This is an optimization exercise on Yosys and OpenROAD, whose aim is small area, a short achievable clock period and few clock cycles per item, not a production implementation. The RTL was checked by simulation tests, not by an equivalence proof against the original design. No activity file was given, so power comes from the tool's default toggle rates.

==> flow/design.v <==
package proc_pkg;
    localparam int unsigned ADDR_W = 24;
    localparam int unsigned DATA_W = 8;
endpackage
module dmem_array (
    input  logic        clk,
    input  logic        we,
    input  logic [7:0]  addr,
    input  logic [7:0]  wdata,
    output logic [31:0] rquart
);
    logic [2047:0] mem;
    for (genvar i = 0; i < 256; i++) begin : g_word
        always_ff @(posedge clk) begin
            if (we && (addr == 8'(i))) mem[8*i +: 8] <= wdata;
        end
    end
    for (genvar q = 0; q < 4; q++) begin : g_quart
        assign rquart[8*q +: 8] = mem[512*q + 8*addr[5:0] +: 8];
    end
endmodule
module data_mem_ctrl (
    input  logic        clk,
    input  logic        rst_n,
    input  logic [23:0] bus_addr_in,
    input  logic        bus_req,
    input  logic        bus_we,
    input  logic [7:0]  bus_wdata,
    output logic [7:0]  bus_rdata,
    output logic        bus_busy,
    output logic        bus_done,
    output logic        bus_err
);
    logic        busy_q;
    logic        s1_v;
    logic        s1_err;
    logic [1:0]  s1_quart;
    logic [31:0] s1_cand;
    logic        done_q;
    logic        err_q;
    logic [7:0]  rdata_q;
    logic [31:0] rquart;
    logic        oor_c;
    logic        acc_c;
    assign oor_c = |bus_addr_in[23:8];
    assign acc_c = rst_n && bus_req && !busy_q;
    always_ff @(posedge clk) begin
        if (!rst_n) begin
            busy_q <= 1'b1;
            s1_v   <= 1'b0;
            done_q <= 1'b0;
        end else begin
            busy_q <= 1'b0;
            s1_v   <= acc_c;
            done_q <= s1_v;
        end
    end
    always_ff @(posedge clk) begin
        s1_err   <= oor_c;
        s1_quart <= bus_addr_in[7:6];
        s1_cand  <= rquart;
        err_q    <= s1_err;
        rdata_q  <= s1_cand[8*s1_quart +: 8];
    end
    dmem_array u_array (
        .clk    (clk),
        .we     (acc_c && bus_we && !oor_c),
        .addr   (bus_addr_in[7:0]),
        .wdata  (bus_wdata),
        .rquart (rquart)
    );
    assign bus_rdata = rdata_q;
    assign bus_busy  = busy_q;
    assign bus_done  = done_q;
    assign bus_err   = err_q;
endmodule
module data_mem_top (
    input  logic        clk,
    input  logic        rst_n,
    input  logic [23:0] addr_in,
    input  logic        req,
    input  logic        we,
    input  logic [7:0]  wdata,
    output logic [7:0]  rdata,
    output logic        busy,
    output logic        done,
    output logic        err
);
    data_mem_ctrl u_ctrl (
        .clk         (clk),
        .rst_n       (rst_n),
        .bus_addr_in (addr_in),
        .bus_req     (req),
        .bus_we      (we),
        .bus_wdata   (wdata),
        .bus_rdata   (rdata),
        .bus_busy    (busy),
        .bus_done    (done),
        .bus_err     (err)
    );
endmodule
make LEC_CHECK=0 CAP_MARGIN=20 CORE_MARGIN=2 CORE_UTILIZATION=60 CTS_BUF_LIST='sky130_fd_sc_hd__clkbuf_8 sky130_fd_sc_hd__clkbuf_16' CTS_CLUSTER_DIAMETER=120 CTS_CLUSTER_SIZE=24 SETUP_SLACK_MARGIN=2.35 SLEW_MARGIN=20 finish   # period 4.5 ns
run.sh (not shown) runs the stock make flow with config.mk's settings and CLKGATE_MAP_FILE= SYNTH_SCRIPT=/design/flow/synth_recipe.tcl, a recipe that flattens the netlist after the stock synthesis.
Testbench counts at the start, summed over its fixed seeds: cycles 4,816, items 4,800.
Edit:
Settings changed: CTS_BUF_LIST sky130_fd_sc_hd__clkbuf_8 sky130_fd_sc_hd__clkbuf_16 to sky130_fd_sc_hd__clkbuf_16, CTS_CLUSTER_DIAMETER 120 to 100, CTS_CLUSTER_SIZE 24 to 32, SETUP_SLACK_MARGIN 2.35 to 2.2.
Result: The changed run finished clean. Worst hold slack improves by 9.1 ps. Setup slack degrades by 38 ps. Routed wire length fell by 3.2%. Area after synthesis does not change. Sequential cell count is unchanged. Power fell by 3.7%. Core utilization fell by 2.0 points. Clock power fell by 11%. Non-clock buffer count fell by 73. Final cell count fell by 2.1%.

========
RTL: the design.v shown in full above, as it stands there.
export LEC_CHECK = 0
export CAP_MARGIN = 20
export CORE_MARGIN = 2
export CORE_UTILIZATION = 60
export CTS_BUF_LIST = sky130_fd_sc_hd__clkbuf_8 sky130_fd_sc_hd__clkbuf_16
export CTS_CLUSTER_DIAMETER = 120
export CTS_CLUSTER_SIZE = 24
export SETUP_SLACK_MARGIN = 2.2
export SLEW_MARGIN = 20
create_clock -name core_clock -period 4.5 [get_ports {clk}]
The baseline went through all stages and came out clean.
Testbench counts at the start, summed over its fixed seeds: cycles 4,816, items 4,800.
Edit:
Settings changed: SETUP_SLACK_MARGIN 2.2 to 2.0.
Effect:
- routed wire length fell by 2.4%
- setup slack gets worse by 200 ps
- clock skew came out lower by 4.7 ps
- combinational power shrinks by about 9%
- flip-flop and latch count stays the same

-- port drivers added, routing unchanged --
The results above use ideal ports. As a check the final layouts listed here were re-extracted and re-timed, cells and wires unchanged. Step 1 sets driving cells, clkbuf_16 on the clock port and buf_2 on the other inputs (assumed; they add their load-dependent delay and slew). Step 2 times the ports against the registers' clock, not the clock port: input delays grow and output delays shrink by t, the midpoint of the rising clock arrivals with the driver on. Three values: ideal, step 1, step 2; two values: the first two.
run	shift t [ns]	setup slack, ns	worst data-port slew with drivers (ns)
the first run of note 1	0.802	2.044 / 1.864 / 1.062	0.31
the second run of note 1	0.795	2.005 / 1.862 / 1.066	0.28
the first run of note 2	0.808	2.133 / 1.883 / 1.075	0.37
the second run of note 2	0.791	1.929 / 1.800 / 1.008	0.30
After both steps setup and hold are still met in every run listed. The setup slack of the first run of note 2, which loses most, moves by -0.250 ns with the drivers and by -1.058 ns with both steps.
